What follows belongs to an exercise in optimizing a design on an open flow for small area, a short achievable clock period and few clock cycles per item; a production flow would make more cautious choices.
RTL that was checked went through simulation tests only; none was proved equivalent to the original.
Function not checked in runs 1 and 2: the RTL went through the layout flow alone.
Power figures rest on the tool's default switching activity, not on a simulated workload.

==> flow/design.v <==
package mfs_pkg;
    localparam int QUEUE_DEPTH = 16;
    localparam int CNT_W       = $clog2(QUEUE_DEPTH + 1);
    localparam int REQ_W       = 2;
    localparam int SRC_W       = 16;
    localparam int MSG_W       = 32;
    localparam int PRI_W       = 8;
    localparam int OCC_W       = 5;
    localparam int ENT_W       = SRC_W + MSG_W + PRI_W;
    localparam logic [REQ_W-1:0] REQ_ENQUEUE = 2'd0;
    localparam logic [REQ_W-1:0] REQ_DEQUEUE = 2'd1;
    localparam logic [REQ_W-1:0] REQ_SEARCH  = 2'd2;
    localparam logic [REQ_W-1:0] REQ_CLEAR   = 2'd3;
endpackage
module mfs_store (
    input  logic                                  i_clk,
    input  logic                                  i_shift,
    input  logic [mfs_pkg::ENT_W-1:0]             i_wr_entry,
    input  logic [mfs_pkg::MSG_W-1:0]             i_key,
    output logic [mfs_pkg::QUEUE_DEPTH-1:0]       o_hit,
    output logic [mfs_pkg::QUEUE_DEPTH*mfs_pkg::ENT_W-1:0] o_slots
);
    logic [mfs_pkg::ENT_W-1:0] r_mem [0:mfs_pkg::QUEUE_DEPTH-1];
    always_ff @(posedge i_clk) begin
        if (i_shift) begin
            r_mem[0] <= i_wr_entry;
            for (int i = 1; i < mfs_pkg::QUEUE_DEPTH; i++)
                r_mem[i] <= r_mem[i-1];
        end
    end
    always_comb begin
        for (int i = 0; i < mfs_pkg::QUEUE_DEPTH; i++) begin
            o_slots[i*mfs_pkg::ENT_W +: mfs_pkg::ENT_W] = r_mem[i];
            o_hit[i]  = (r_mem[i][mfs_pkg::PRI_W +: mfs_pkg::MSG_W] == i_key);
        end
    end
endmodule
module mfs_ctrl (
    input  logic [mfs_pkg::QUEUE_DEPTH-1:0]       i_pick,
    input  logic [mfs_pkg::QUEUE_DEPTH*mfs_pkg::ENT_W-1:0] i_slots,
    output logic                                  o_found,
    output logic [mfs_pkg::ENT_W-1:0]             o_entry
);
    always_comb begin
        o_found = |i_pick;
        o_entry = '0;
        for (int i = 0; i < mfs_pkg::QUEUE_DEPTH; i++)
            o_entry = o_entry | ({mfs_pkg::ENT_W{i_pick[i]}} & i_slots[i*mfs_pkg::ENT_W +: mfs_pkg::ENT_W]);
    end
endmodule
module message_fifo_with_search_unit (
    input  logic       i_clk,
    input  logic       i_rst_n,
    input  logic                             i_req_valid,
    output logic                             o_req_ready,
    input  logic        [mfs_pkg::REQ_W-1:0] i_req_type,
    input  logic        [mfs_pkg::SRC_W-1:0] i_req_source,
    input  logic signed [mfs_pkg::MSG_W-1:0] i_req_message,
    input  logic        [mfs_pkg::PRI_W-1:0] i_req_priority,
    output logic                             o_rsp_valid,
    input  logic                             i_rsp_ready,
    output logic                             o_rsp_ok,
    output logic        [mfs_pkg::SRC_W-1:0] o_rsp_source,
    output logic signed [mfs_pkg::MSG_W-1:0] o_rsp_message,
    output logic        [mfs_pkg::PRI_W-1:0] o_rsp_priority,
    output logic        [mfs_pkg::OCC_W-1:0] o_rsp_occupancy
);
    localparam int D = mfs_pkg::QUEUE_DEPTH;
    logic [D-1:0]               r_valid;     
    logic [mfs_pkg::CNT_W-1:0]  r_count;
    logic                       r_b_valid;
    logic                       r_b_ok;      
    logic [D-1:0]               r_b_pick;
    logic                       r_out_valid;
    logic                       r_out_ok;
    logic [mfs_pkg::ENT_W-1:0]  r_out_entry;
    logic [mfs_pkg::OCC_W-1:0]  r_out_occ;
    logic                       accept;
    logic                       full;
    logic                       empty;
    logic                       is_enq, is_deq, is_srch, is_clr;
    logic                       shift;
    logic [D-1:0]               hit;
    logic [D-1:0]               front;
    logic [D-1:0]               cand;
    logic [D-1:0]               above;
    logic [D-1:0]               first;
    logic [D*mfs_pkg::ENT_W-1:0] slots;
    logic                       found;
    logic [mfs_pkg::ENT_W-1:0]  entry;
    logic                       b_move;
    assign full    = r_valid[D-1];
    assign empty   = !r_valid[0];
    assign is_enq  = (i_req_type == mfs_pkg::REQ_ENQUEUE);
    assign is_deq  = (i_req_type == mfs_pkg::REQ_DEQUEUE);
    assign is_srch = (i_req_type == mfs_pkg::REQ_SEARCH);
    assign is_clr  = (i_req_type == mfs_pkg::REQ_CLEAR);
    assign b_move      = !r_out_valid || i_rsp_ready;
    assign o_req_ready = !r_b_valid || b_move;
    assign accept      = i_req_valid && o_req_ready;
    assign shift       = accept && is_enq && !full;
    assign front = r_valid & ~{1'b0, r_valid[D-1:1]};
    always_comb begin
        cand = hit & r_valid;
        above[D-1] = 1'b0;
        for (int i = D - 2; i >= 0; i--)
            above[i] = above[i+1] | cand[i+1];
        first = cand & ~above;
    end
    mfs_store u_store (
        .i_clk      (i_clk),
        .i_shift    (shift),
        .i_wr_entry ({i_req_source, i_req_message, i_req_priority}),
        .i_key      (i_req_message),
        .o_hit      (hit),
        .o_slots    (slots)
    );
    mfs_ctrl u_pick (
        .i_pick  (r_b_pick),
        .i_slots (slots),
        .o_found (found),
        .o_entry (entry)
    );
    always_ff @(posedge i_clk) begin
        if (!i_rst_n) begin
            r_valid   <= '0;
            r_count   <= '0;
            r_b_valid <= 1'b0;
        end else begin
            if (accept) begin
                r_b_valid <= 1'b1;
                if (is_enq && !full) begin
                    r_valid <= {r_valid[D-2:0], 1'b1};
                    r_count <= r_count + 1'b1;
                end else if (is_deq && !empty) begin
                    r_valid <= {1'b0, r_valid[D-1:1]};
                    r_count <= r_count - 1'b1;
                end else if (is_clr) begin
                    r_valid <= '0;
                    r_count <= '0;
                end
            end else if (b_move) begin
                r_b_valid <= 1'b0;
            end
        end
    end
    always_ff @(posedge i_clk) begin
        if (accept) begin
            r_b_ok   <= (is_enq && !full) || is_clr;
            r_b_pick <= is_deq ? front : (is_srch ? first : '0);
        end
    end
    always_ff @(posedge i_clk) begin
        if (!i_rst_n) begin
            r_out_valid <= 1'b0;
        end else if (r_b_valid && b_move) begin
            r_out_valid <= 1'b1;
        end else if (i_rsp_ready) begin
            r_out_valid <= 1'b0;
        end
    end
    always_ff @(posedge i_clk) begin
        if (r_b_valid && b_move) begin
            r_out_ok    <= r_b_ok || found;
            r_out_entry <= entry;
            r_out_occ   <= r_count;
        end
    end
    assign o_rsp_valid     = r_out_valid;
    assign o_rsp_ok        = r_out_ok;
    assign o_rsp_source    = r_out_entry[mfs_pkg::PRI_W + mfs_pkg::MSG_W +: mfs_pkg::SRC_W];
    assign o_rsp_message   = r_out_entry[mfs_pkg::PRI_W +: mfs_pkg::MSG_W];
    assign o_rsp_priority  = r_out_entry[0 +: mfs_pkg::PRI_W];
    assign o_rsp_occupancy = r_out_occ;
endmodule
==> flow/run.sh <==
#!/bin/bash
# synth_recipe.tcl (not shown) runs the flow's synth.tcl, then flattens the netlist and writes it again
# the make line also repeats each setting of config.mk as NAME=value (left out here)
make -C /OpenROAD-flow-scripts/flow DESIGN_CONFIG=/design/flow/config.mk WORK_HOME=/design/flow/orfs CLKGATE_MAP_FILE= SYNTH_SCRIPT=/design/flow/synth_recipe.tcl finish
==> flow/config.mk <==
export PLATFORM = sky130hd
export DESIGN_NAME = message_fifo_with_search_unit
export DESIGN_NICKNAME = message_fifo_with_search_unit
export VERILOG_FILES = /design/flow/design.v
export SDC_FILE = /design/flow/constraint.sdc
export NUM_CORES = 4
export LEC_CHECK = 0
export CAP_MARGIN = 20
export CORE_MARGIN = 2
export CORE_UTILIZATION = 40
export SLEW_MARGIN = 20
==> flow/constraint.sdc <==
create_clock -name core_clock -period 5.0 [get_ports {i_clk}]
set_input_delay 1.0000 -clock core_clock [delete_from_list [all_inputs] [get_ports {i_clk}]]
set_output_delay 1.0000 -clock core_clock [all_outputs]
set_load 0.01 [all_outputs]
==> run summary, run 1 <==
reg2reg setup slack=1.75 ns; Clock Pin Slew Worst Setup and Hold Paths=0.06 ns; CP delay by family, top=simple AND/OR/NAND/NOR gates; global-route wire length before repair=207,000 microns; asr flop ratio synth=0%; fin nets=2,773; CP Class=input port to flip-flop; core area=0.103 sq mm; Worst path max stage delay=0.92 ns; clock share of power=41.4%; Routed Antenna Nets=0; hold path depth=0; Congestion Overflow GR=0; Final TNS setup=0 ns; Combinational Power Share=7.5%; WL final=150,000 microns; Leakage Power=15.3 nW; P per Cell Area=392 mW/mm^2; r2r worst-path depth=7; worst min path class=flip-flop to flip-flop; Synth top area share=70.4%; die height=327 microns; Levels on crit path=9; RSZ-0062 raised after global routing=false; Syn Area/Cell=16.4 sq um; Routed wire per std cell=35.9 microns; Detail Route met2 WL=65,400 microns; DR vias/cell=6.35; status=no timing/DRC/antenna violations; Hold Buf Count CTS=0; RR Startpoint=u_store.r_mem[13][11]; initial core utilization=40.3%; cell taking the most area after synthesis=edfxtp_1; flops & latches, synth=998; slowest cell on the critical path=nor4_1; Worst slew margin=16.1%; row count=118; Final Slew Violations=0; Post-synth top flop=edfxtp_1; Flop pwr share=51.2%; hpwl dp=101,000 microns; CP cell instances=clkdlybuf4s50_1 -> buf_4 -> xor2_1 -> nor4_1 -> nand4_1 -> nor4_2 -> nor3_2 -> and3_1 -> a31o_1; Routability Congestion=1.13; CTS tree=built; Int Power=14.2 mW; dpl cell area=0.0446 sq mm; I/O Buffers=125; # fillers=9,021; commonest non-fill, non-tap cells in the layout=edfxtp_1 (975), xor2_1 (352), a221oi_1 (237), a22o_1 (226), xnor2_1 (153); pin count of the biggest net entering global routing=178; Clock Skews=0.0417 ns; Post-synth EDFFs=975; antenna violations before repair=8; top post-synthesis cells by area=edfxtp_1 (70%), xor2_1 (7.4%), a221oi_1 (5.0%); clock buffer depth=3; syn nets=2,603; Finished Layout Cells=4,177; htree depth=3; top sig layer=met5; share of cells above drive strength 1=9.77%; residual DRC count=0; vias post-DR=26,523; maximum VDD drop=249 uV; Global Route Usage Sum=27.5%; commonest non-fill, non-tap cell in the layout=edfxtp_1; Worst Path Required=5.43 ns; Synth cell types=48; Critical path buffers and inverters=2; Final Cycle Share=83.9%; sw frac=24.2%; Crit Path Max Fanout=10; met1 wire length=62,100 microns; buffer count from post-CTS setup fixing=0; crit path to=r_b_pick[8]; NetSw=4.54 mW; Ys Warns=4; Finished Cell Area=0.0480 sq mm; critical path arrival=4.62 ns; routed wl met3=14,800 microns; final number of hold-violating endpoints=0; fmax=0.238 GHz; Tmin final=4.20 ns; clock sink total=998; post-CTS sizing=0; Horiz. Die Dim=327 microns; RR Endpoint=r_b_pick[8]; Mapped Cells=2,539; Multi-input gate area=0.0109 sq mm; sequential area share after synthesis=71.5%; worst-skew pair later-pin latency=0.71 ns; IO Pins=126; placed insts=3,982; Cell Area, Synth=0.0416 sq mm; CP Launch Point=i_req_message[3]; Startpoint Class=input port; critical path endpoint category=flip-flop; DR pass1 iterations=6; die area=0.107 sq mm; Register Area=0.0297 sq mm; max-cap violation count=0; Least-Margin Pin Slew=1.26 ns; Initial DRC Count=4,375; CTS root buf=clkbuf_16; CTS Buf Count=105; vias in the first global route=25,106; Area growth syn-to-layout=15.3%; Setup violations, final=0
-- registers in the layout, summed over array words and instances (netlist names) --
name / cells
u_store.r_mem: 896
r_out_entry: 56
r_out_ok: 1
r_b_valid: 1
r_out_occ: 5
r_valid: 16
r_b_ok: 1
r_count: 5
r_b_pick: 16
r_out_valid: 1
-- cells in the mapped netlist (all sizes together) (2+ instances only) --
cell type / n
nor2: 26
o31ai: 3
nand2b: 2
nand3b: 13
or4: 5
inv: 11
nor3: 35
dfxtp: 23
o22ai: 5
nand3: 27
xnor2: 157
buf: 93
and3: 2
clkbuf: 78
a221oi: 237
and2: 2
edfxtp: 975
ha: 2
o21ai: 12
a211oi: 4
a22o: 226
a22oi: 2
nand4: 106
nor2b: 4
or3: 4
nand2: 25
xor2: 352
a21oi: 8
nor4: 91
-- stage by stage --
| stage | utilization, % | total power, mW | hold WS, ns | setup WS [ns] |
|---|---|---|---|---|
| after detailed placement | 43.1 | 11.1 | 0.436 | 0.142 |
| after global placement | 43.1 | 11.1 | 0.430 | 0.149 |
| after CTS | 46.4 | 18.9 | 0.449 | 0.846 |
| final | 46.4 | 18.8 | 0.447 | 0.805 |
| after floorplan | - | 10.5 | 0.426 | -10.66 |
| after global routing | 46.4 | 19.3 | 0.457 | 0.802 |
-- worst min-delay path by stage --
stage | start | end | slack (ns)
3_3_place_gp | u_store.r_mem[3][0] | u_store.r_mem[4][0] | 0.43
5_1_grt | u_store.r_mem[4][50] | u_store.r_mem[5][50] | 0.46
6_report | u_store.r_mem[14][43] | u_store.r_mem[15][43] | 0.45
3_5_place_dp | u_store.r_mem[3][0] | u_store.r_mem[4][0] | 0.44
2_1_floorplan | u_store.r_mem[9][54] | u_store.r_mem[10][54] | 0.43
4_1_cts | u_store.r_mem[3][0] | u_store.r_mem[4][0] | 0.45
-- worst register-to-register path, delay by kind of cell, from the launching register on --
kind / cells / cell delay, ns
flip-flops: 1 / 0.44
XOR/XNOR: 1 / 0.27
AO/OA/AOI/OAI: 1 / 0.18
AND/OR/NAND/NOR: 5 / 2.13
-- kinds of logic (layout without fill, tap and decap cells) --
| logic type | after synthesis | in the layout | share of synthesized area, % |
|---|---|---|---|
| AO/OA/AOI/OAI | 502 | 502 | 10.4 |
| XOR/XNOR | 509 | 509 | 10.8 |
| adder cells (fa/ha/maj) | 2 | 2 | 0.0601 |
| buffers and inverters | 182 | 438 | 2.44 |
| flip-flops | 998 | 998 | 71.5 |
| other | 0 | 2 | 0 |
| AND/OR/NAND/NOR | 346 | 346 | 4.88 |
-- final cells by class --
class / instances / area share [%]
Multi-Input combinational cell: 1359 / 22.7
Clock inverter: 67 / 1.24
Sequential cell: 998 / 62.0
Tap cell: 1380 / 3.60
Inverter: 11 / 0.0861
Timing Repair Buffer: 234 / 4.58
Clock buffer: 126 / 5.80
Antenna cell: 2 / 0.0104
-- metal layers --
metal | vias to the layer above | GRT usage, %
met4 | 10 | 12.5
met2 | 1761 | 40.2
met1 | 13804 | 39.6
met3 | 318 | 5.67
li1 | 10630 | -
met5 | - | 0
-- power by group through the flow --
stage	Combinational, mW	Sequential [mW]	Clock (mW)
final	1.41	9.61	7.77
after global routing	1.43	9.62	8.20
after CTS	1.38	9.60	7.89
after detailed placement	1.37	9.77	0
after global placement	1.37	9.76	0
after floorplan	0.740	9.79	0
==> inputs of run 2 (changes only) <==
--- a/flow/config.mk
+++ b/flow/config.mk
@@ -8,4 +8,5 @@
 export CAP_MARGIN = 20
 export CORE_MARGIN = 2
 export CORE_UTILIZATION = 40
+export SETUP_SLACK_MARGIN = 2.5
 export SLEW_MARGIN = 20
==> run 2 against run 1 <==
  * Clock skew is 0.0017 ns lower
  * Sequential cell count unchanged
  * Critical path type unchanged
  * Critical path depth stayed put
  * Cell count grew 1.8%
  * Sequential power about the same
  * Highest routed layer unchanged
==> run summary, run 2 <==
Routed wire per std cell=36.1 microns (+0.60%); Clock Skews=0.0400 ns (-0.00173 ns); cell taking the most area after synthesis=edfxtp_1; Congestion Overflow GR=0 (unchanged); residual DRC count=0 (unchanged); critical path endpoint category=flip-flop; vias post-DR=27,127 (+2.3%); Worst Path Required=5.54 ns (+0.11 ns); status=no timing/DRC/antenna violations; Tmin final=2.69 ns (-1.50 ns); IO Pins=126 (unchanged); Horiz. Die Dim=327 microns (unchanged); CTS Buf Count=105 (unchanged); row count=118 (unchanged); RSZ-0062 raised after global routing=true; r2r worst-path depth=8 (+1); fin util=48.7% (+2.3 points); asr flop ratio synth=0% (unchanged); max-cap violation count=0 (unchanged); Design Power=19.0 mW (+1.1%); Mapped Cells=2,539 (unchanged); CTS root buf=clkbuf_16; initial core utilization=40.3% (unchanged); NetSw=4.64 mW (+2.2%); core area=0.103 sq mm (unchanged); vias in the first global route=25,744 (+2.5%); most flop-heavy register=u_store.r_mem; Setup violations, final=0 (unchanged); DR vias/cell=6.38 (+0.47%); Synth top area share=70.4% (unchanged); CP Class=input port to flip-flop; Routed Antenna Nets=0 (unchanged); worst min path class=flip-flop to flip-flop; Routability Congestion=1.13 (unchanged); Crit Path Max Fanout=10 (unchanged); Final Slew Violations=0 (unchanged); Int Power=14.3 mW (+0.70%); Hold Buf Count CTS=0 (unchanged); I/O Buffers=125 (unchanged); clock sink total=998 (unchanged); final number of hold-violating endpoints=0 (unchanged); worst-skew pair later-pin latency=0.71 ns (about the same); max FFs per register=896 (unchanged); sequential area share after synthesis=71.5% (unchanged); pin count of the biggest net entering global routing=178 (unchanged); clock share of power=41.0% (-0.4 points); Global Route Usage Sum=28.1% (+0.57 points); Final TNS setup=0 ns (unchanged); P per Cell Area=377 mW/mm^2 (-3.7%); htree depth=3 (unchanged); sw frac=24.4% (+0.27 points); Least-Margin Pin Slew=1.29 ns (+0.0312 ns); top-count cell post-synth=edfxtp_1; antenna violations before repair=5 (-3); global-route wire length before repair=211,000 microns (+1.9%); CTS tree=built; Combinational Power Share=8.3% (+0.8 points); die area=0.107 sq mm (unchanged); WL final=153,000 microns (+2.4%); synth cell count leaders=edfxtp_1 (975), xor2_1 (352), a221oi_1 (237); flops & latches, synth=998 (unchanged); Flop pwr share=50.6% (-0.6 points); hold path depth=0 (unchanged); hpwl dp=101,000 microns (unchanged); worst hold margin=0.446 ns (-0.000547 ns); die height=327 microns (unchanged); fin nets=2,847 (+2.7%); clock buffer depth=3 (unchanged); DR pass1 iterations=8 (+2); top post-synthesis cells by area=edfxtp_1 (70%), xor2_1 (7.4%), a221oi_1 (5.0%); commonest non-fill, non-tap cells in the layout=edfxtp_1 (975), xor2_1 (307), a221oi_1 (237), a22o_1 (226), buf_4 (135); critical path arrival=3.23 ns (-1.39 ns); Area growth syn-to-layout=20.9%; biggest registers after layout=u_store.r_mem (896), r_out_entry (56); Ys Warns=4 (unchanged); share of cells above drive strength 1=18.3% (+8.5 points); commonest non-fill, non-tap cell in the layout=edfxtp_1; Cell Area, Synth=0.0416 sq mm (unchanged); fmax=0.371 GHz (+56%); Worst slew margin=14.0% (-2.1 points); Leakage Power=16.2 nW (+6.3%); Post-synth EDFFs=975 (unchanged); Syn Area/Cell=16.4 sq um (unchanged); Clock Pin Slew Worst Setup and Hold Paths=0.06 ns (about the same); syn nets=2,603 (unchanged); # fillers=8,812 (-2.3%); Initial DRC Count=4,243 (-3.0%); Final Cycle Share=53.9% (-30 points); Startpoint Class=input port; maximum VDD drop=249 uV (+0.23%); Post-synth top flop=edfxtp_1; Synth cell types=48 (unchanged)
[run 2: cell counts after synthesis]
Identical to the previous run, type by type.
[run 2: through the flow]
stage	instances	area, sq um	setup slack [ns]
3_3_place_gp	3982	44600	0.149
2_1_floorplan	2539	41600	-10.66
5_1_grt	4249	50300	2.28
3_5_place_dp	3982	44600	0.142
6_report	4252	50300	2.31
4_1_cts	4227	49700	2.38
[run 2: layer usage]
| layer | wire (microns) | vias up | part of all wire [%] | GRT usage, % |
|---|---|---|---|---|
| met1 | 60900 | 14027 | 40 | 39.8 |
| met4 | 8110 | 4 | 5.3 | 13.1 |
| met3 | 17100 | 353 | 11 | 6.42 |
| met5 | 30 | - | 0.020 | 0 |
| met2 | 67300 | 1969 | 44 | 41.2 |
| li1 | - | 10774 | - | - |
[run 2: worst paths after layout]
path,from,to,slack [ns]
worst min-delay path,u_store.r_mem[3][0],u_store.r_mem[4][0],0.45
worst max register to register,u_store.r_mem[10][28],r_b_pick[5],2.35
worst max-delay path,i_req_message[22],r_b_pick[0],2.31
worst min register to register,u_store.r_mem[3][0],u_store.r_mem[4][0],0.45
[run 2: worst max-delay path, stage by stage]
cell	delay, ns
buf_4	0.16
buf_6	0.17
xnor2_1	0.36
nand4_1	0.29
nor4_1	0.32
nand4_1	0.28
nor4_2	0.39
nand2_1	0.12
o22ai_1	0.13
[run 2: kinds of logic after synthesis]
family	share of synthesized area [%]
xor+xnor	10.8
compound gates	10.4
fa+ha+maj	0.0601
buf+inv	2.44
simple gates	4.88
flops	71.5
[run 2: power groups by stage]
stage | combinational (mW) | clock (mW) | sequential, mW
floorplan | 0.740 | 0 | 9.79
global placement | 1.37 | 0 | 9.76
detailed placement | 1.37 | 0 | 9.77
CTS | 1.51 | 7.89 | 9.60
global route | 1.62 | 8.20 | 9.63
finish | 1.58 | 7.79 | 9.62
[run 2: area by class of cell]
type,instances,area (sq um),share of cell area (%)
repair buffers,308,3260,6.47
inverters,11,45.0,0.0895
clock buffers,126,2780,5.52
flip-flops and latches,998,29700,59.1
diodes,3,7.51,0.0149
well taps,1380,1730,3.43
clock inverters,67,596,1.18
multi-input cells,1359,12200,24.2
[run 2: timing repair]
action                                  in CTS  in global routing
buffers inserted                            40                 16
pin swaps                                   54                 31
gates resized for setup                    465                 68
cloned                                      12                  6
endpoints found under the setup margin     939                512
==> inputs of run 3 (changes only) <==
--- a/flow/design.v
+++ b/flow/design.v
@@ -41,11 +41,17 @@
     output logic                                  o_found,
     output logic [mfs_pkg::ENT_W-1:0]             o_entry
 );
+    logic [mfs_pkg::QUEUE_DEPTH-1:0] above;
+    logic [mfs_pkg::QUEUE_DEPTH-1:0] sel;
     always_comb begin
+        above[mfs_pkg::QUEUE_DEPTH-1] = 1'b0;
+        for (int i = mfs_pkg::QUEUE_DEPTH - 2; i >= 0; i--)
+            above[i] = above[i+1] | i_pick[i+1];
+        sel     = i_pick & ~above;
         o_found = |i_pick;
         o_entry = '0;
         for (int i = 0; i < mfs_pkg::QUEUE_DEPTH; i++)
-            o_entry = o_entry | ({mfs_pkg::ENT_W{i_pick[i]}} & i_slots[i*mfs_pkg::ENT_W +: mfs_pkg::ENT_W]);
+            o_entry = o_entry | ({mfs_pkg::ENT_W{sel[i]}} & i_slots[i*mfs_pkg::ENT_W +: mfs_pkg::ENT_W]);
     end
 endmodule
 module message_fifo_with_search_unit (
@@ -82,9 +88,6 @@
     logic                       shift;
     logic [D-1:0]               hit;
     logic [D-1:0]               front;
-    logic [D-1:0]               cand;
-    logic [D-1:0]               above;
-    logic [D-1:0]               first;
     logic [D*mfs_pkg::ENT_W-1:0] slots;
     logic                       found;
     logic [mfs_pkg::ENT_W-1:0]  entry;
@@ -100,13 +103,6 @@
     assign accept      = i_req_valid && o_req_ready;
     assign shift       = accept && is_enq && !full;
     assign front = r_valid & ~{1'b0, r_valid[D-1:1]};
-    always_comb begin
-        cand = hit & r_valid;
-        above[D-1] = 1'b0;
-        for (int i = D - 2; i >= 0; i--)
-            above[i] = above[i+1] | cand[i+1];
-        first = cand & ~above;
-    end
     mfs_store u_store (
         .i_clk      (i_clk),
         .i_shift    (shift),
@@ -147,7 +143,7 @@
     always_ff @(posedge i_clk) begin
         if (accept) begin
             r_b_ok   <= (is_enq && !full) || is_clr;
-            r_b_pick <= is_deq ? front : (is_srch ? first : '0);
+            r_b_pick <= is_deq ? front : (is_srch ? (hit & r_valid) : '0);
         end
     end
     always_ff @(posedge i_clk) begin
--- a/flow/config.mk
+++ b/flow/config.mk
@@ -8,5 +8,5 @@
 export CAP_MARGIN = 20
 export CORE_MARGIN = 2
 export CORE_UTILIZATION = 40
-export SETUP_SLACK_MARGIN = 2.5
+export SETUP_SLACK_MARGIN = 3.0
 export SLEW_MARGIN = 20
==> run 3 against run 2 <==
  * Routed wire length shrank 2.4%
  * Cell count grew 11%
  * Hold slack is essentially flat
  * Worst setup slack gained 0.092 ns
  * First-iteration DRC count grew 15%
  * Maximum frequency grew 3.6%
  * Sequential power is essentially flat
  * Critical path depth shrank 2
  * Non-clock buffer count grew 157
  * Die area grew 3.5%
  * Combinational power grew 16%
  * Clock power grew 1%
  * Critical path type is now flip-flop to flip-flop
==> run summary, run 3 <==
status=no timing/DRC/antenna violations; CP Class=flip-flop to flip-flop; Least-Margin Pin Slew=0.821 ns (-0.469 ns); Leakage Power=17.7 nW (+9.1%); DR vias/cell=6.18 (-3.1%); commonest non-fill, non-tap cells in the layout=edfxtp_1 (975), xor2_1 (289), a22oi_1 (247), nand2_1 (201), xnor2_1 (179); Syn Area/Cell=14.9 sq um (-9.2%); row count=120 (+1.7%); CTS root buf=clkbuf_16; IO Pins=126 (unchanged); clock buffer depth=3 (unchanged); Mapped Cells=2,896 (+14%); fin util=50.8% (+2.1 points); biggest registers after layout=u_store.r_mem (896), r_out_entry (56); Area growth syn-to-layout=25.9%; Startpoint Class=flip-flop; clock sink total=998 (unchanged); Post-Synth Adder-Cell Area=0.0581% (-0.0021 points); global-route wire length before repair=205,000 microns (-2.5%); Final Cycle Share=52.0% (-1.8 points); fmax=0.385 GHz (+3.6%); Final Slew Violations=0 (unchanged); RR Endpoint=r_out_entry[19]; max FFs per register=896 (unchanged); syn nets=2,960 (+14%); asr flop ratio synth=0% (unchanged); Post-synth EDFFs=975 (unchanged); die area=0.110 sq mm (+3.5%); I/O Buffers=125 (unchanged); P per Cell Area=356 mW/mm^2 (-5.7%); antenna violations before repair=5 (unchanged); initial core utilization=40.3% (+0.052 points); flops & latches, synth=998 (unchanged); Synth top area share=67.9% (-2.4 points); synth cell count leaders=edfxtp_1 (975), xor2_1 (320), a22oi_1 (251); share of cells above drive strength 1=24.4% (+6.2 points); portion of netlist area occupied by mux cells=0% (unchanged); core area=0.107 sq mm (+3.4%); pin count of the biggest net entering global routing=62 (-65%); Congestion Overflow GR=0 (unchanged); Global Route Usage Sum=25.8% (-2.4 points); Hold Buf Count CTS=0 (unchanged); maximum VDD drop=283 uV (+13%); Routability Congestion=0.945 (-16%); final number of hold-violating endpoints=0 (unchanged); worst min path class=flip-flop to flip-flop; r2r worst-path depth=7 (-1); Clock Pin Slew Worst Setup and Hold Paths=0.07 ns (about the same); most flop-heavy register=u_store.r_mem; top-count cell post-synth=edfxtp_1; Initial DRC Count=4,872 (+15%); Ys Warns=4 (unchanged); critical path endpoint category=flip-flop; post-synthesis simple-gate area fraction=6.79% (+1.9 points); Cell Area, Synth=0.0431 sq mm (+3.6%); Setup violations, final=0 (unchanged); Tmin final=2.60 ns (-0.0924 ns); Post-synth top flop=edfxtp_1; Routed Antenna Nets=0 (unchanged); commonest non-fill, non-tap cell in the layout=edfxtp_1; hpwl dp=93,800 microns (-7.2%); reg2reg setup slack=2.40 ns (+0.05 ns); residual DRC count=0 (unchanged); Routed wire per std cell=31.7 microns (-12%); Finished Layout Cells=4,734 (+11%); CTS tree=built; Worst slew margin=44.9% (+31 points); critical path arrival=2.96 ns (-0.27 ns); RSZ-0062 raised after global routing=true; CTS Buf Count=103 (-1.9%); placed insts=4,330 (+8.7%); RR Startpoint=r_b_pick[5]; Synth Area in Compound Gates=10.7% (+0.28 points); Synth cell types=65 (+35%); crit path to=r_out_entry[19]; max-cap violation count=0 (unchanged); DR pass1 iterations=8 (unchanged); fin nets=3,318 (+17%); worst hold start=u_store.r_mem[7][52]; Horiz. Die Dim=332 microns (+1.7%); worst-skew pair later-pin latency=0.72 ns (about the same); Clock Skews=0.0379 ns (-0.00206 ns); top post-synthesis cells by area=edfxtp_1 (68%), xor2_1 (6.5%), a22oi_1 (4.4%); largest family of logic cells by synthesized area=compound AO/OA/AOI/OAI gates; vias in the first global route=28,082 (+9.1%); CP Launch Point=r_b_pick[5]; WL final=150,000 microns (-2.4%); XOR/XNOR Fraction of Synth Area=10.5% (-0.33 points); vias post-DR=29,272 (+7.9%); htree depth=3 (unchanged); die height=332 microns (+1.7%); Worst Path Required=5.36 ns (-0.18 ns); Crit Path Max Fanout=6 (-4); cell taking the most area after synthesis=edfxtp_1; sequential area share after synthesis=69.0% (-2.5 points)
-- run 3: worst min path at each step --
stage / endpoint / slack (ns) / cells after the start
2_1_floorplan: r_out_occ[2] / 0.41 / 0
3_3_place_gp: u_store.r_mem[15][53] / 0.43 / 0
3_5_place_dp: u_store.r_mem[1][42] / 0.43 / 0
4_1_cts: u_store.r_mem[11][43] / 0.44 / 0
5_1_grt: u_store.r_mem[11][43] / 0.46 / 0
6_report: u_store.r_mem[8][52] / 0.45 / 0
-- run 3: through the flow --
| stage | hold slack (ns) | instance area [sq um] | TNS, ns | setup WS (ns) | total power [mW] |
|---|---|---|---|---|---|
| after global routing | 0.455 | 54300 | 0 | 2.46 | 19.8 |
| final | 0.446 | 54300 | 0 | 2.40 | 19.3 |
| after floorplan | 0.406 | 43300 | -2726.96 | -3.29 | 10.6 |
| after detailed placement | 0.432 | 46000 | 0 | 1.05 | 11.2 |
| after global placement | 0.430 | 46000 | 0 | 1.05 | 11.2 |
| after CTS | 0.442 | 52500 | 0 | 2.55 | 19.2 |
-- run 3: repair_timing --
item	in CTS	in global routing
cloned	37	11
resized for setup	769	214
setup buffers	120	54
setup endpoints to repair	1098	765
endpoints found under the hold margin	0	0
pin swaps	92	119
-- run 3: layer usage --
layer | share of wire [%] | track usage (%) | up-vias
li1 | - | - | 12135
met1 | 40 | 35.4 | 14962
met2 | 45 | 39.7 | 1854
met3 | 9.1 | 3.95 | 317
met4 | 5.7 | 13.2 | 4
met5 | 0.014 | 0 | -
-- run 3: final cells by class --
class,instances,area [sq um]
Antenna cell,1,2.50
Clock buffer,124,2690
Clock inverter,57,683
Fill cell,8875,52600
Inverter,5,18.8
Multi-Input combinational cell,1681,13700
Sequential cell,998,29700
Tap cell,1403,1760
Timing Repair Buffer,465,5660
-- run 3: worst max-delay path, stage by stage (launching register included) --
cell	delay [ns]
edfxtp_1	0.61
nor4_4	0.13
nand3_4	0.14
nor3_4	0.06
buf_6	0.12
buf_12	0.14
a222oi_1	0.72
nand2_1	0.30
-- run 3: cells by family after synthesis --
group           Yosys count
flops                   998
compound gates          612
simple gates            550
xor+xnor                512
buf+inv                 222
fa+ha+maj                 2
-- run 3: where the power goes --
part,total [mW],switching (mW),leakage (nW),internal (mW)
Sequential,9.62,0.197,9.17,9.42
Clock,7.87,3.41,1.63,4.46
Combinational,1.83,1.13,6.92,0.698
Total,19.3,4.74,17.7,14.6
Testbench counts of run 3, summed over its fixed seeds: cycles 24,016, items 24,000.
==> inputs of run 4 (changes only) <==
--- a/flow/config.mk
+++ b/flow/config.mk
@@ -8,5 +8,4 @@
 export CAP_MARGIN = 20
 export CORE_MARGIN = 2
 export CORE_UTILIZATION = 40
-export SETUP_SLACK_MARGIN = 3.0
 export SLEW_MARGIN = 20
==> run 4 against run 3 <==
  * Still clean
  * Sequential cell count unchanged
  * Power decreased by 4.8%
  * Combinational power decreased by 24%
  * Count of clock-buffer cells in the layout increased by 12
  * Hold slack got worse by 0.0082 ns
  * Maximum frequency decreased by 25%
  * Routed wire length decreased by 9.7%
  * Final area decreased by 9.5%
  * Synthesized cell count unchanged
  * Critical path depth decreased by 1
  * Cell count decreased by 4.7%
  * Area after synthesis unchanged
  * Critical path type unchanged
  * Critical endpoint is now r_out_entry[37]
  * Largest power group unchanged
==> run summary, run 4 <==
clock buffer depth=3 (unchanged); row count=120 (unchanged); # fillers=9,343 (+5.3%); core area=0.107 sq mm (unchanged); top post-synthesis cells by area=edfxtp_1 (68%), xor2_1 (6.5%), a22oi_1 (4.4%); Syn Area/Cell=14.9 sq um (unchanged); antenna violations before repair=0 (-5); flops & latches, synth=998 (unchanged); Tmin final=3.49 ns (+0.889 ns); share of cells above drive strength 1=9.66% (-15 points); worst slack at placement=1.03 ns (-0.0235 ns); CP Class=flip-flop to flip-flop; Startpoint Class=flip-flop; Final Slew Violations=0 (unchanged); Setup violations, final=0 (unchanged); Cell Area, Synth=0.0431 sq mm (unchanged); Clock Skews=0.0333 ns (-0.00464 ns); Global Route Usage Sum=23.9% (-1.9 points); max-cap violation count=0 (unchanged); top-count cell post-synth=edfxtp_1; CTS Buf Count=104 (+0.97%); pin count of the biggest net entering global routing=118 (+90%); Routability Congestion=0.961 (+1.7%); most flop-heavy register=u_store.r_mem; vias in the first global route=26,690 (-5.0%); DR vias/cell=6.09 (-1.6%); die area=0.110 sq mm (unchanged); initial core utilization=40.3% (unchanged); htree depth=3 (unchanged); syn nets=2,960 (unchanged); Final Cycle Share=69.8% (+18 points); global-route wire length before repair=193,000 microns (-6.0%); DR pass1 iterations=9 (+1); fmax=0.287 GHz (-25%); Worst Path Required=5.39 ns (+0.03 ns); Post-synth EDFFs=975 (unchanged); commonest non-fill, non-tap cells in the layout=edfxtp_1 (975), xor2_1 (320), a22oi_1 (251), nand2_1 (217), xnor2_1 (189); diode count=0 (-1); worst min path class=flip-flop to flip-flop; synth cell count leaders=edfxtp_1 (975), xor2_1 (320), a22oi_1 (251); clock sink total=998 (unchanged); fin nets=3,091 (-6.8%); hpwl dp=94,900 microns (+1.1%); Routed wire per std cell=30.0 microns (-5.2%); Routed Antenna Nets=0 (unchanged); I/O Buffers=125 (unchanged); Horiz. Die Dim=332 microns (unchanged); WL final=135,000 microns (-9.7%); CTS tree=built; vias post-DR=27,447 (-6.2%); maximum VDD drop=260 uV (-8.1%); post-CTS sizing=0 (-100%); Initial DRC Count=4,326 (-11%); IO Pins=126 (unchanged); die height=332 microns (unchanged); residual DRC count=0 (unchanged); cell taking the most area after synthesis=edfxtp_1; status=no timing/DRC/antenna violations; biggest registers after layout=u_store.r_mem (896), r_out_entry (56); buffer count from post-CTS setup fixing=0 (-100%); Clock Pin Slew Worst Setup and Hold Paths=0.06 ns (about the same); worst-skew pair later-pin latency=0.69 ns (-0.03 ns); Leakage Power=15.4 nW (-13%); Crit Path Max Fanout=35 (+29); commonest non-fill, non-tap cell in the layout=edfxtp_1; sequential area share after synthesis=69.0% (unchanged); final number of hold-violating endpoints=0 (unchanged); Least-Margin Pin Slew=1.15 ns (+0.333 ns); Synth top area share=67.9% (unchanged); Synth cell types=65 (unchanged); fin util=45.9% (-4.8 points); fin worst setup slack=1.51 ns (-0.889 ns); critical path arrival=3.88 ns (+0.92 ns); P per Cell Area=374 mW/mm^2 (+5.2%); Worst slew margin=22.8% (-22 points); Ys Warns=4 (unchanged); Mapped Cells=2,896 (unchanged); RSZ-0062 raised after global routing=false; Area growth syn-to-layout=14.0%; max FFs per register=896 (unchanged); critical path endpoint category=flip-flop; Post-synth top flop=edfxtp_1; asr flop ratio synth=0% (unchanged); Hold Buf Count CTS=0 (unchanged); Congestion Overflow GR=0 (unchanged); CTS root buf=clkbuf_16
-- run 4: cell counts after synthesis --
Identical to the previous run, type by type.
-- run 4: area by class of cell --
type                    instances  area [sq um]  share of cell area [%]
repair buffers                242          2280                    4.65
clock inverters                50           373                   0.759
inverters                       5          18.8                  0.0382
flip-flops and latches        998         29700                    60.6
well taps                    1403          1760                    3.57
multi-input cells            1676         12200                    24.7
clock buffers                 136          2800                    5.69
-- run 4: per-stage QoR --
stage | power (mW) | setup TNS [ns] | area (sq um) | hold WS, ns | cells
floorplan | 10.6 | -2726.96 | 43100 | 0.406 | 2896
global placement | 11.1 | 0 | 45900 | 0.428 | 4324
detailed placement | 11.2 | 0 | 45900 | 0.433 | 4324
CTS | 18.5 | 0 | 49100 | 0.434 | 4510
global route | 18.9 | 0 | 49100 | 0.437 | 4510
finish | 18.4 | 0 | 49100 | 0.438 | 4510
-- run 4: kinds of logic (layout without fill, tap and decap cells) --
family                   after synthesis  count (layout)  synth area share, %
adder cells (fa/ha/maj)                2               2               0.0581
XOR/XNOR                             512             512                 10.5
AO/OA/AOI/OAI                        612             612                 10.7
AND/OR/NAND/NOR                      550             550                 6.79
flip-flops                           998             998                 69.0
buffers and inverters                222             433                 3.04
-- run 4: worst max-delay path, stage by stage, from the launching register on --
cell      delay [ns]
edfxtp_1        0.40
buf_4           0.39
or3_4           0.55
buf_4           0.53
o221ai_1        0.35
a211oi_1        0.80
nand2_1         0.14
-- run 4: worst paths after layout --
check	startpoint	slack, ns	cells past startpoint	endpoint
hold / removal	u_store.r_mem[5][50]	0.44	0	u_store.r_mem[6][50]
setup reg to reg	r_b_pick[15]	1.51	6	r_out_entry[37]
hold reg to reg	u_store.r_mem[5][50]	0.44	0	u_store.r_mem[6][50]
setup / recovery	r_b_pick[15]	1.51	6	r_out_entry[37]
-- run 4: power by group --
part	internal [mW]	switching [mW]	total [mW]
clock network	4.09	3.28	7.37
registers	9.42	0.202	9.63
logic	0.457	0.934	1.39
total	14.0	4.42	18.4
-- run 4: metal layers --
metal | vias to the layer above | GRT usage [%] | routed length, microns
li1 | 11648 | - | -
met1 | 13948 | 33.7 | 56300
met2 | 1599 | 36.6 | 61200
met3 | 252 | 3.25 | 11200
met4 | 0 | 11.4 | 6660
met5 | - | 0 | 0
==> inputs of run 5 (changes only) <==
--- a/flow/config.mk
+++ b/flow/config.mk
@@ -8,4 +8,6 @@
 export CAP_MARGIN = 20
 export CORE_MARGIN = 2
 export CORE_UTILIZATION = 40
+export CTS_BUF_LIST = sky130_fd_sc_hd__clkbuf_8
+export SETUP_SLACK_MARGIN = 2.5
 export SLEW_MARGIN = 20
==> run 5 against run 4 <==
  * Still clean
  * Synthesized cell count unchanged
  * Clock power decreased by 8.0%
  * Routed wire length grew 5.6%
  * Cell count is 3.7% higher
  * Core utilization up 0.59 points
  * Via count increased by 4.1%
  * Global-route usage increased by 1.2 points
  * Combinational power increased by 8%
  * Non-clock buffer count rose by 57
  * Sequential power hardly changed
  * Sequential cell count unchanged
  * Maximum frequency up 37%
  * Critical endpoint is now u_store.r_mem[8][8]
  * Largest cell class unchanged
==> run summary, run 5 <==
worst-skew pair later-pin latency=0.88 ns (+0.19 ns); Startpoint Class=input port; Combinational Power Share=8.4% (+0.8 points); Mapped Cells=2,896 (unchanged); Post-synth top flop=edfxtp_1; Flop pwr share=53.7% (+1.3 points); clock sink total=998 (unchanged); Synth top area share=67.9% (unchanged); Horiz. Die Dim=332 microns (unchanged); share of cells above drive strength 1=17.0% (+7.4 points); Final Cycle Share=51.0% (-19 points); Worst Path Required=5.53 ns (+0.14 ns); clock buffer depth=3 (unchanged); max-cap violation count=0 (unchanged); sequential area share after synthesis=69.0% (unchanged); Hold Buf Count CTS=0 (unchanged); Congestion Overflow GR=0 (unchanged); worst slack at placement=0.880 ns (-0.146 ns); synth cell count leaders=edfxtp_1 (975), xor2_1 (320), a22oi_1 (251); DR pass1 iterations=9 (unchanged); CP Class=input port to flip-flop; Routability Congestion=0.994 (+3.4%); initial core utilization=40.3% (unchanged); DR vias/cell=6.10 (+0.31%); clock share of power=37.9% (-2.2 points); status=no timing/DRC/antenna violations; Setup violations, final=0 (unchanged); hpwl dp=96,700 microns (+2.0%); global-route wire length before repair=201,000 microns (+3.9%); worst hold margin=0.434 ns (-0.00390 ns); Initial DRC Count=5,015 (+16%); die height=332 microns (unchanged); critical path arrival=3.08 ns (-0.80 ns); I/O Buffers=125 (unchanged); IO Pins=126 (unchanged); flops & latches, synth=998 (unchanged); Routed Antenna Nets=0 (unchanged); Clock Pin Slew Worst Setup and Hold Paths=0.05 ns (about the same); die area=0.110 sq mm (unchanged); Int Power=13.3 mW (-5.1%); Clock Skews=0.0505 ns (+0.0172 ns); WL final=143,000 microns (+5.6%); top post-synthesis cells by area=edfxtp_1 (68%), xor2_1 (6.5%), a22oi_1 (4.4%); Final Slew Violations=0 (unchanged); Area growth syn-to-layout=15.4%; Least-Margin Pin Slew=0.977 ns (-0.177 ns); top-count cell post-synth=edfxtp_1; Leakage Power=16.0 nW (+4.3%); Crit Path Max Fanout=34 (-2.9%); Tmin final=2.55 ns (-0.937 ns); vias in the first global route=28,051 (+5.1%); NetSw=4.65 mW (+5.2%); biggest registers after layout=u_store.r_mem (896), r_out_entry (56); commonest non-fill, non-tap cells in the layout=edfxtp_1 (975), xor2_1 (320), a22oi_1 (251), nand2_1 (216), xnor2_1 (189); syn nets=2,960 (unchanged); P per Cell Area=360 mW/mm^2 (-3.9%); vias post-DR=28,565 (+4.1%); max FFs per register=896 (unchanged); pin count of the biggest net entering global routing=109 (-7.6%); fmax=0.392 GHz (+37%); cell taking the most area after synthesis=edfxtp_1; core area=0.107 sq mm (unchanged); residual DRC count=0 (unchanged); Global Route Usage Sum=25.0% (+1.2 points); Synth cell types=65 (unchanged); row count=120 (unchanged); critical path endpoint category=flip-flop; Design Power=17.9 mW (-2.6%); CTS Buf Count=165 (+59%); sw frac=26.0% (+1.9 points); htree depth=4 (+1); fin util=46.5% (+0.59 points); final number of hold-violating endpoints=0 (unchanged); worst min path class=flip-flop to flip-flop; asr flop ratio synth=0% (unchanged); Worst slew margin=34.9% (+12 points); commonest non-fill, non-tap cell in the layout=edfxtp_1; Post-synth EDFFs=975 (unchanged); Routed wire per std cell=30.5 microns (+1.7%); antenna violations before repair=2 (+2); maximum VDD drop=227 uV (-12%); fin worst setup slack=2.45 ns (+0.937 ns); Cell Area, Synth=0.0431 sq mm (unchanged); CTS root buf=clkbuf_8; RSZ-0062 raised after global routing=true; CTS tree=built; fin nets=3,214 (+4.0%); most flop-heavy register=u_store.r_mem; Syn Area/Cell=14.9 sq um (unchanged); Ys Warns=4 (unchanged)
run 5: layout make-up:
class	count	area (sq um)
Clock buffer	168	2310
Inverter	5	18.8
Sequential cell	998	29700
Timing Repair Buffer	299	2730
Tap cell	1403	1760
Fill cell	9424	57200
Antenna cell	1	2.50
Multi-Input combinational cell	1681	12500
Clock inverter	124	673
run 5: final timing paths:
kind	from	to	slack, ns	cells past startpoint
max	i_req_type[0]	u_store.r_mem[8][8]	2.45	7
min	u_store.r_mem[6][54]	u_store.r_mem[7][54]	0.43	0
max reg2reg	r_b_pick[12]	r_out_entry[21]	2.46	9
min reg2reg	u_store.r_mem[6][54]	u_store.r_mem[7][54]	0.43	0
run 5: worst max-delay path, stage by stage:
cell             delay (ns)
clkdlybuf4s50_1        0.55
nor3_4                 0.22
buf_6                  0.23
and3_4                 0.24
buf_12                 0.15
buf_12                 0.23
bufbuf_16              0.41
run 5: logic make-up after synthesis:
group,Yosys count,share of synthesized area [%]
buffers and inverters,222,3.04
XOR/XNOR,512,10.5
AND/OR/NAND/NOR,550,6.79
AO/OA/AOI/OAI,612,10.7
adder cells (fa/ha/maj),2,0.0581
flip-flops,998,69.0
run 5: power by group through the flow:
stage               Sequential [mW]  Combinational (mW)  Clock [mW]
floorplan                      9.78               0.775           0
global route                   9.63                1.56        7.22
global placement               9.78                1.39           0
CTS                            9.61                1.46        6.90
finish                         9.62                1.50        6.78
detailed placement             9.79                1.39           0
run 5: metrics by stage:
stage / TNS (ns) / instance area (sq um) / std cells
floorplan: -2726.96 / 43100 / 2896
detailed placement: 0 / 45900 / 4331
global placement: 0 / 45900 / 4331
finish: 0 / 49700 / 4679
CTS: 0 / 49500 / 4668
global route: 0 / 49700 / 4679
run 5: repair_timing:
item	CTS	global route
endpoints found under the setup margin	942	453
pin swaps	7	20
buffers inserted	38	6
gates resized for setup	380	49
cloned	7	4
run 5: layer usage:
layer / wire length [microns] / up-vias / global-route usage (%)
met3: 12500 / 300 / 4.45
li1: - / 11943 / -
met1: 58400 / 14528 / 34.3
met5: 0 / - / 0
met4: 7460 / 0 / 12.9
met2: 64500 / 1794 / 38.2
==> inputs of run 6 (changes only) <==
--- a/flow/config.mk
+++ b/flow/config.mk
@@ -7,7 +7,6 @@
 export LEC_CHECK = 0
 export CAP_MARGIN = 20
 export CORE_MARGIN = 2
-export CORE_UTILIZATION = 40
-export CTS_BUF_LIST = sky130_fd_sc_hd__clkbuf_8
+export CORE_UTILIZATION = 55
 export SETUP_SLACK_MARGIN = 2.5
 export SLEW_MARGIN = 20
==> run 6 against run 5 <==
  * First-iteration DRC count down 2.3%
  * Worst setup slack worse by 0.088 ns
  * Largest cell class unchanged
  * Hold slack better by 0.010 ns
  * Maximum frequency decreased by 3.4%
  * Critical path depth stayed put
  * Critical endpoint is now r_out_entry[39]
  * Area after synthesis stayed put
  * Count of clock-buffer cells in the layout shrank 37
  * Cell count fell by 8.4%
  * Clock skew shrank 0.026 ns
  * Power up 5.7%
  * Largest power group unchanged
==> run summary, run 6 <==
CP Class=flip-flop to flip-flop; WL final=143,000 microns (-0.15%); sequential area share after synthesis=69.0% (unchanged); htree depth=3 (-1); Area growth syn-to-layout=17.4%; Flop pwr share=50.8% (-2.9 points); worst-skew pair later-pin latency=0.68 ns (-0.20 ns); row count=102 (-15%); Setup violations, final=0 (unchanged); synth cell count leaders=edfxtp_1 (975), xor2_1 (320), a22oi_1 (251); initial core utilization=55.6% (+15 points); core area=0.0775 sq mm (-28%); vias in the first global route=27,262 (-2.8%); critical path endpoint category=flip-flop; GR peak layer=met1; fmax=0.379 GHz (-3.4%); Final TNS setup=0 ns (unchanged); fin util=65.3% (+19 points); max FFs per register=896 (unchanged); residual DRC count=0 (unchanged); Initial DRC Count=4,898 (-2.3%); Syn Area/Cell=14.9 sq um (unchanged); clock buffer depth=3 (unchanged); asr flop ratio synth=0% (unchanged); worst min path class=flip-flop to flip-flop; Global Route Usage Sum=34.1% (+9.1 points); Final Slew Violations=0 (unchanged); Synth top area share=67.9% (unchanged); max-cap violation count=0 (unchanged); Tmin final=2.64 ns (+0.0885 ns); fin nets=3,221 (+0.22%); clock share of power=40.9% (+3.0 points); Mapped Cells=2,896 (unchanged); DR vias/cell=6.69 (+9.6%); Routed wire per std cell=33.3 microns (+9.0%); critical path arrival=3.03 ns (-0.05 ns); maximum VDD drop=275 uV (+21%); Final Cycle Share=52.8% (+1.8 points); syn nets=2,960 (unchanged); Routed Antenna Nets=0 (unchanged); IO Pins=126 (unchanged); die area=0.0806 sq mm (-27%); Combinational Power Share=8.3% (about the same); clock sink total=998 (unchanged); Crit Path Max Fanout=32 (-5.9%); Worst Path Required=5.39 ns (-0.14 ns); Int Power=14.4 mW (+8.3%); Worst slew margin=33.9% (-0.97 points); Leakage Power=16.5 nW (+2.9%); most flop-heavy register=u_store.r_mem; Congestion Overflow GR=0 (unchanged); Horiz. Die Dim=284 microns (-15%); share of cells above drive strength 1=16.5% (-0.52 points); Clock Pin Slew Worst Setup and Hold Paths=0.07 ns (+0.02 ns); top post-synthesis cells by area=edfxtp_1 (68%), xor2_1 (6.5%), a22oi_1 (4.4%); Startpoint Class=flip-flop; Post-synth top flop=edfxtp_1; commonest non-fill, non-tap cells in the layout=edfxtp_1 (975), xor2_1 (320), a22oi_1 (251), nand2_1 (215), xnor2_1 (189); CTS Buf Count=102 (-38%); sw frac=24.1% (-1.8 points); pin count of the biggest net entering global routing=129 (+18%); Cell Area, Synth=0.0431 sq mm (unchanged); Least-Margin Pin Slew=0.987 ns (+0.0101 ns); final number of hold-violating endpoints=0 (unchanged); cell taking the most area after synthesis=edfxtp_1; flops & latches, synth=998 (unchanged); NetSw=4.57 mW (-1.7%); hpwl dp=94,500 microns (-2.3%); commonest non-fill, non-tap cell in the layout=edfxtp_1; top-count cell post-synth=edfxtp_1; status=no timing/DRC/antenna violations; placed insts=3,996 (-7.7%); P per Cell Area=374 mW/mm^2 (+3.9%); biggest registers after layout=u_store.r_mem (896), r_out_entry (56); GR Util met1=51.6% (+17 points); met2 usage=49.0% (+11 points); met3 global-route usage=6.85% (+2.4 points); global-route wire length before repair=198,000 microns (-1.5%); antenna violations before repair=1 (-1); vias post-DR=28,683 (+0.41%); die height=284 microns (-15%); Routability Congestion=0.976 (-1.8%); RSZ-0062 raised after global routing=true; Post-synth EDFFs=975 (unchanged); DR pass1 iterations=7 (-2); I/O Buffers=125 (unchanged); Synth cell types=65 (unchanged); Finished Layout Cells=4,285 (-8.4%); CTS tree=built; Clock Skews=0.0245 ns (-0.0259 ns); Ys Warns=4 (unchanged); CTS root buf=clkbuf_16
[run 6: cell count changes in the layout (fill, tap and decap cells not counted), sizes merged, moves of 2 or more]
cell,change
and3,+2
buf,+17
bufinv,+5
clkbuf,-36
clkdlybuf4s15,-7
clkdlybuf4s50,-4
clkinv,-15
clkinvlp,-4
dlygate4sd2,+58
inv,-50
[run 6: layer usage]
layer  wire length, microns  part of all wire [%]
met1                  59200                    41
met2                  62300                    44
met3                  15700                    11
met4                   5480                   3.8
met5                      0                     0
[run 6: timing repair]
action | CTS | global route
buffers inserted | 48 | 30
endpoints found under the hold margin | 0 | 0
resized for setup | 235 | 92
pin swaps | 17 | 21
hold buffers | 0 | 0
setup endpoints to repair | 895 | 569
gates cloned | 9 | 10
[run 6: per-stage QoR]
step | total power [mW] | hold WS [ns] | instance area, sq um | setup slack (ns)
floorplan | 10.6 | 0.406 | 43100 | -3.29
global placement | 11.2 | 0.426 | 45800 | 0.937
detailed placement | 11.2 | 0.432 | 45800 | 0.959
CTS | 18.9 | 0.442 | 50000 | 2.50
global route | 19.4 | 0.451 | 50600 | 2.36
finish | 18.9 | 0.444 | 50600 | 2.36
[run 6: logic make-up after synthesis]
family	after synthesis	synth area share [%]
buffers and inverters	222	3.04
xor gates and xnor gates	512	10.5
DFF	998	69.0
AOI/OAI and AO/OA	612	10.7
adders and majority gates	2	0.0581
and+or+nand+nor	550	6.79
[run 6: critical path: stages (launching register included)]
cell,delay [ns]
edfxtp_1,0.52
buf_4,0.25
nor2b_4,0.16
buf_12,0.16
a22oi_1,0.18
o221ai_1,0.37
a211oi_2,0.50
nand2_1,0.15
[run 6: path summary, 6_finish.rpt]
path	startpoint	endpoint	slack (ns)	cells past startpoint
max	r_b_pick[11]	r_out_entry[39]	2.36	7
max reg2reg	r_b_pick[11]	r_out_entry[39]	2.36	7
min	u_store.r_mem[10][46]	u_store.r_mem[11][46]	0.44	0
min reg2reg	u_store.r_mem[10][46]	u_store.r_mem[11][46]	0.44	0
[run 6: power groups by stage]
stage	Sequential [mW]	Clock [mW]	Combinational, mW
2_1_floorplan	9.78	0	0.775
3_3_place_gp	9.77	0	1.42
3_5_place_dp	9.78	0	1.42
4_1_cts	9.60	7.80	1.50
5_1_grt	9.62	8.13	1.63
6_report	9.61	7.74	1.58
[run 6: area by class of cell]
cell class	instances	area (sq um)
clock buffer	131	2780
tap	1040	1300
inverter	5	18.8
multi-input combinational	1685	12700
clock inverter	60	579
antenna	1	2.50
fill	5616	26900
timing repair buffer	365	3510
sequential	998	29700
==> inputs of run 7 (changes only) <==
--- a/flow/config.mk
+++ b/flow/config.mk
@@ -5,8 +5,9 @@
 export SDC_FILE = /design/flow/constraint.sdc
 export NUM_CORES = 4
 export LEC_CHECK = 0
+export ABC_AREA = 1
 export CAP_MARGIN = 20
 export CORE_MARGIN = 2
-export CORE_UTILIZATION = 55
+export CORE_UTILIZATION = 40
 export SETUP_SLACK_MARGIN = 2.5
 export SLEW_MARGIN = 20
==> run 7 against run 6 <==
  * Maximum frequency up 3.3%
  * Cell count up 36%
  * Register-to-register slack improved by 0.12 ns
  * Die area rose by 42%
  * Core utilization fell by 18 points
  * Worst setup slack improved by 0.085 ns
  * Power shrank 1.2%
  * Still clean on timing, DRC and antenna
  * Clock skew rose by 0.0088 ns
  * Count of clock-buffer cells in the layout is 11 higher
==> run summary, run 7 <==
pin count of the biggest net entering global routing=144 (+12%); die height=339 microns (+19%); Register Area=0.0297 sq mm (about the same); CTS root buf=clkbuf_16; Mapped Cells=4,060 (+40%); cell taking the most area after synthesis=edfxtp_1; Worst path max stage delay=0.55 ns (+0.03 ns); antenna violations before repair=7 (+6); biggest registers after layout=u_store.r_mem (896), r_out_entry (56); asr flop ratio synth=0% (unchanged); worst-skew pair later-pin latency=0.70 ns (+0.02 ns); I/O Buffers=125 (unchanged); reg2reg setup slack=2.48 ns (+0.12 ns); worst min path class=flip-flop to flip-flop; CP delay by family, top=simple AND/OR/NAND/NOR gates; CP cell instances=clkdlybuf4s50_1 -> buf_6 -> xor2_1 -> nor2_2 -> nand4_1 -> nor2_1 -> nand2_1 -> nor2_1 -> nand3_1 -> nand2_1; Hold Buf Count CTS=0 (unchanged); Setup violations, final=0 (unchanged); RR Startpoint=r_b_pick[15]; Routability Congestion=0.975 (about the same); maximum VDD drop=282 uV (+2.4%); synth cell count leaders=edfxtp_1 (975), nand2_1 (631), nor2_1 (584); flops & latches, synth=998 (unchanged); final number of hold-violating endpoints=0 (unchanged); fin util=47.7% (-18 points); portion of netlist area occupied by mux cells=0% (unchanged); status=no timing/DRC/antenna violations; Congestion Overflow GR=0 (unchanged); crit path to=r_b_pick[15]; CP Launch Point=i_req_message[2]; core area=0.111 sq mm (+43%); Routed Antenna Nets=0 (unchanged); post-synthesis simple-gate area fraction=20.8% (+14 points); clock buffer depth=3 (unchanged); CTS Buf Count=106 (+3.9%); Area growth syn-to-layout=18.0%; Post-synth top flop=edfxtp_1; Synth Area in Compound Gates=1.71% (-8.9 points); Critical path buffers and inverters=2 (unchanged); Tmin final=2.56 ns (-0.0853 ns); critical path arrival=3.13 ns (+0.10 ns); fin worst setup slack=2.44 ns (+0.0853 ns); Worst slew margin=25.0% (-8.9 points); Initial DRC Count=4,425 (-9.7%); Post-synth EDFFs=975 (unchanged); Least-Margin Pin Slew=1.12 ns (+0.138 ns); slowest cell on the critical path=clkdlybuf4s50_1; most flop-heavy register=u_store.r_mem; P per Cell Area=354 mW/mm^2 (-5.4%); Crit Path Max Fanout=17 (-47%); r2r worst-path depth=12 (+5); Clock Pin Slew Worst Setup and Hold Paths=0.06 ns (about the same); WL final=144,000 microns (+0.73%); top-count cell post-synth=edfxtp_1; Design Power=18.7 mW (-1.2%); sequential area share after synthesis=66.4% (-2.6 points); Global Route Usage Sum=23.4% (-11 points); top post-synthesis cells by area=edfxtp_1 (65%), nand3_1 (5.8%), nand2_1 (5.3%); fmax=0.391 GHz (+3.3%); fin nets=4,311 (+34%); Syn Area/Cell=11.0 sq um (-26%); htree depth=3 (unchanged); Levels on crit path=10 (+3); residual DRC count=0 (unchanged); Startpoint Class=input port; vias post-DR=32,352 (+13%); global-route wire length before repair=202,000 microns (+2.0%); RR Endpoint=r_out_entry[17]; initial core utilization=40.4% (-15 points); Final Slew Violations=0 (unchanged); max FFs per register=896 (unchanged); commonest non-fill, non-tap cell in the layout=edfxtp_1; Post-Synth Adder-Cell Area=0.0559% (-0.0022 points); largest family of logic cells by synthesized area=simple AND/OR/NAND/NOR gates; Horiz. Die Dim=339 microns (+19%); DR pass1 iterations=7 (unchanged); Routed wire per std cell=24.6 microns (-26%); vias in the first global route=30,478 (+12%); Final TNS setup=0 ns (unchanged); commonest non-fill, non-tap cells in the layout=edfxtp_1 (975), nand2_1 (623), nor2_1 (568), nand3_1 (520), inv_1 (294); Worst Path Required=5.57 ns (+0.18 ns); worst slack at placement=1.19 ns (+0.233 ns); clock sink total=998 (unchanged); critical path endpoint category=flip-flop; DR vias/cell=5.55 (-17%); die area=0.115 sq mm (+42%); Synth cell types=37 (-43%); IO Pins=126 (unchanged); Synth top area share=65.4% (-2.5 points); RSZ-0062 raised after global routing=true; Clock Skews=0.0333 ns (+0.00880 ns); Ys Warns=4 (unchanged); CTS tree=built; Final Cycle Share=51.1% (-1.7 points); CP Class=input port to flip-flop; Cell Area, Synth=0.0448 sq mm (+3.9%); # fillers=10,080 (+79%); max-cap violation count=0 (unchanged); row count=122 (+20%); hpwl dp=87,000 microns (-8.0%); Multi-input gate area=0.0134 sq mm (+5.7%); Leakage Power=19.0 nW (+15%); XOR/XNOR Fraction of Synth Area=6.36% (-4.1 points); syn nets=4,124 (+39%); share of cells above drive strength 1=10.9% (-5.6 points)
## run 7: worst min-delay path by stage
stage                           from  cells past startpoint  slack [ns]                    end
4_1_cts         u_store.r_mem[7][40]                      0        0.44   u_store.r_mem[8][40]
2_1_floorplan    u_store.r_mem[9][0]                      0        0.43   u_store.r_mem[10][0]
3_5_place_dp   u_store.r_mem[11][44]                      0        0.43  u_store.r_mem[12][44]
3_3_place_gp   u_store.r_mem[11][44]                      0        0.43  u_store.r_mem[12][44]
5_1_grt         u_store.r_mem[5][40]                      0        0.45   u_store.r_mem[6][40]
6_report       u_store.r_mem[14][49]                      0        0.44  u_store.r_mem[15][49]
## run 7: area by class of cell
cell class / count / share of cell area, %
diodes: 2 / 0.00947
clock buffers: 142 / 5.39
clock inverters: 58 / 0.895
inverters: 315 / 2.37
multi-input cells: 2541 / 25.4
flip-flops and latches: 998 / 56.3
well taps: 1488 / 3.52
repair buffers: 280 / 6.06
repair inverters: 5 / 0.0640
## run 7: kinds of logic after synthesis
group,Yosys count
AO/OA/AOI/OAI,126
XOR/XNOR,325
adder cells (fa/ha/maj),2
buffers and inverters,522
flip-flops,998
AND/OR/NAND/NOR,2087
## run 7: routing by layer
layer  global-route usage, %  routed length (microns)
met1                    33.0                    58700
met2                    34.8                    62700
met3                    5.36                    16400
met4                    9.67                     5810
met5                       0                       48
## run 7: repair_timing
| action | in CTS | in global routing |
|---|---|---|
| resized for setup | 180 | 88 |
| setup buffers | 30 | 24 |
| endpoints found under the setup margin | 1012 | 951 |
| pin swaps | 9 | 15 |
| cloned | 5 | 20 |
## run 7: power breakdown
group	internal (mW)	total [mW]	switching, mW
Sequential	9.43	9.61	0.181
Combinational	0.453	1.39	0.942
Clock	4.32	7.69	3.37
Total	14.2	18.7	4.49
## run 7: worst register-to-register path, cell delays in order (launching register included)
cell and delay [ns]:
edfxtp_1 0.46, nor2_4 0.08, clkbuf_16 0.24, nand3_4 0.25, buf_4 0.17, clkbuf_16 0.25, nor2_1 0.08, nor2_1 0.12
nand3_1 0.10, nor2_1 0.10, nand4_1 0.09, nor2_1 0.18, nand4_1 0.12
## run 7: metrics by stage
| stage | hold slack [ns] | instance area, sq um | instances |
|---|---|---|---|
| final | 0.437 | 52800 | 5829 |
| after global routing | 0.448 | 52800 | 5828 |
| after CTS | 0.443 | 51900 | 5783 |
| after detailed placement | 0.432 | 47900 | 5548 |
| after global placement | 0.427 | 47900 | 5548 |
| after floorplan | 0.426 | 44800 | 4060 |
==> inputs of run 8 (changes only) <==
--- a/flow/config.mk
+++ b/flow/config.mk
@@ -5,7 +5,6 @@
 export SDC_FILE = /design/flow/constraint.sdc
 export NUM_CORES = 4
 export LEC_CHECK = 0
-export ABC_AREA = 1
 export CAP_MARGIN = 20
 export CORE_MARGIN = 2
 export CORE_UTILIZATION = 40
==> run 8 against run 7 <==
  * Still clean
  * Clock skew increased by 0.0022 ns
  * Routed wire length fell by 0.86%
  * Non-clock buffer count rose by 32
  * Power up 0.50%
  * Register-to-register slack barely moved
  * Critical endpoint is now r_out_entry[11]
  * Largest cell class unchanged
==> run summary, run 8 <==
Post-synth top flop=edfxtp_1; row count=120 (-1.6%); CTS root buf=clkbuf_16; status=no timing/DRC/antenna violations; fin nets=3,168 (-27%); flops & latches, synth=998 (unchanged); share of cells above drive strength 1=14.6% (+3.6 points); sequential area share after synthesis=69.0% (+2.6 points); maximum VDD drop=318 uV (+13%); WL final=142,000 microns (-0.86%); CP Class=flip-flop to flip-flop; RSZ-0062 raised after global routing=true; Hold Buf Count CTS=0 (unchanged); hold path depth=0 (unchanged); most flop-heavy register=u_store.r_mem; Clock Skews=0.0356 ns (+0.00222 ns); Congestion Overflow GR=0 (unchanged); fin util=47.2% (-0.45 points); top-count cell post-synth=edfxtp_1; hpwl dp=96,700 microns (+11%); CP Launch Point=r_b_pick[11]; worst-skew pair later-pin latency=0.72 ns (+0.02 ns); pin count of the biggest net entering global routing=171 (+19%); max FFs per register=896 (unchanged); Global Route Usage Sum=24.8% (+1.4 points); Worst Path Required=5.43 ns (-0.14 ns); Routed Antenna Nets=0 (unchanged); Routed wire per std cell=31.0 microns (+26%); synth cell count leaders=edfxtp_1 (975), xor2_1 (320), a22oi_1 (251); Hold Path End=u_store.r_mem[10][47]; CP cell instances=buf_4 -> nor2b_4 -> buf_4 -> a22oi_1 -> o221ai_1 -> a211oi_2 -> nand2_1; Routability Congestion=0.994 (+1.9%); Initial DRC Count=4,841 (+9.4%); Ys Warns=4 (unchanged); top post-synthesis cells by area=edfxtp_1 (68%), xor2_1 (6.5%), a22oi_1 (4.4%); Critical path buffers and inverters=2 (unchanged); Tmin final=2.51 ns (-0.0480 ns); CP delay by family, top=compound AO/OA/AOI/OAI gates; Worst slew margin=33.6% (+8.6 points); Synth top area share=67.9% (+2.5 points); DR vias/cell=6.14 (+11%); clock sink total=998 (unchanged); die height=332 microns (-1.9%); fmax=0.399 GHz (+1.9%); Horiz. Die Dim=332 microns (-1.9%); die area=0.110 sq mm (-3.7%); Mapped Cells=2,896 (-29%); biggest registers after layout=u_store.r_mem (896), r_out_entry (56); P per Cell Area=372 mW/mm^2 (+5.2%); global-route wire length before repair=200,000 microns (-1.1%); critical path endpoint category=flip-flop; max-cap violation count=0 (unchanged); Setup violations, final=0 (unchanged); CTS Buf Count=106 (unchanged); Syn Area/Cell=14.9 sq um (+35%); Least-Margin Pin Slew=0.992 ns (-0.133 ns); Final Cycle Share=50.1% (-0.96 points); worst hold start=u_store.r_mem[9][47]; cell taking the most area after synthesis=edfxtp_1; I/O Buffers=125 (unchanged); Startpoint Class=flip-flop; slowest cell on the critical path=a211oi_2; initial core utilization=40.3% (-0.090 points); vias in the first global route=27,614 (-9.4%); worst min path class=flip-flop to flip-flop; reg2reg setup slack=2.49 ns (about the same); core area=0.107 sq mm (-3.5%); commonest non-fill, non-tap cells in the layout=edfxtp_1 (975), xor2_1 (320), a22oi_1 (251), nand2_1 (215), xnor2_1 (189); Synth cell types=65 (+76%); antenna violations before repair=4 (-3); Final TNS setup=0 ns (unchanged)
[run 8: changes by cell type after synthesis, sizes merged, moves of 69 or more]
| cell | delta |
|---|---|
| nor2 | -540 |
| nand3 | -493 |
| nand2 | -415 |
| inv | -305 |
| a22oi | +251 |
| xor2 | +167 |
| nand4 | -102 |
| or2 | -71 |
| a222oi | +69 |
[run 8: cell type report]
cell class | instances | area (sq um) | share of cell area, %
inverter | 5 | 18.8 | 0.0372
tap | 1403 | 1760 | 3.48
sequential | 998 | 29700 | 58.9
antenna | 1 | 2.50 | 0.00496
clock inverter | 61 | 499 | 0.989
multi-input combinational | 1681 | 12600 | 25.0
clock buffer | 135 | 2800 | 5.55
timing repair buffer | 312 | 3040 | 6.03
[run 8: metrics by stage]
step	cell area (sq um)	cells	power [mW]	worst slack, ns
6_report	50500	4596	18.8	2.49
3_5_place_dp	45900	4331	11.2	0.880
4_1_cts	50000	4574	18.8	2.50
5_1_grt	50500	4595	19.3	2.46
3_3_place_gp	45900	4331	11.2	0.752
2_1_floorplan	43100	2896	10.6	-3.29
[run 8: metal layers]
layer  vias up  share of wire, %  wire length, microns  GRT usage (%)
met1     14461                41                 58500           34.3
met4         2               5.2                  7410           12.0
met3       285               8.5                 12100           3.95
met5         -            0.0077                    11              0
li1      11825                 -                     -              -
met2      1649                45                 64400           38.2
[run 8: worst max-delay path by stage]
stage | slack [ns] | cells past startpoint | to
global placement | 0.75 | 6 | r_b_pick[14]
floorplan | -3.29 | 4 | r_valid[15]
CTS | 2.50 | 6 | r_out_entry[28]
finish | 2.49 | 7 | r_out_entry[11]
detailed placement | 0.88 | 7 | r_b_pick[8]
global route | 2.46 | 7 | r_out_entry[15]
[run 8: kinds of logic after synthesis]
family          after synthesis  synth area share [%]
fa+ha+maj                     2                0.0581
xor+xnor                    512                  10.5
flops                       998                  69.0
simple gates                550                  6.79
buf+inv                     222                  3.04
compound gates              612                  10.7
[run 8: repair_timing]
item | 4_1_cts | 5_1_grt
setup endpoints to repair | 1012 | 198
gates cloned | 7 | 6
buffers inserted | 40 | 15
pin swaps | 9 | 12
resized for setup | 236 | 66
[run 8: report_power, final]
group / internal [mW] / switching, mW
clock network: 4.23 / 3.42
registers: 9.42 / 0.191
logic: 0.503 / 1.02

Setup slack of run 8, layout unchanged: 2.493 ns with ideal ports, 2.485 ns with driving cells assumed (clock clkbuf_16, inputs buf_2), 1.788 ns with port delays also shifted by the 0.764 ns mid clock arrival.
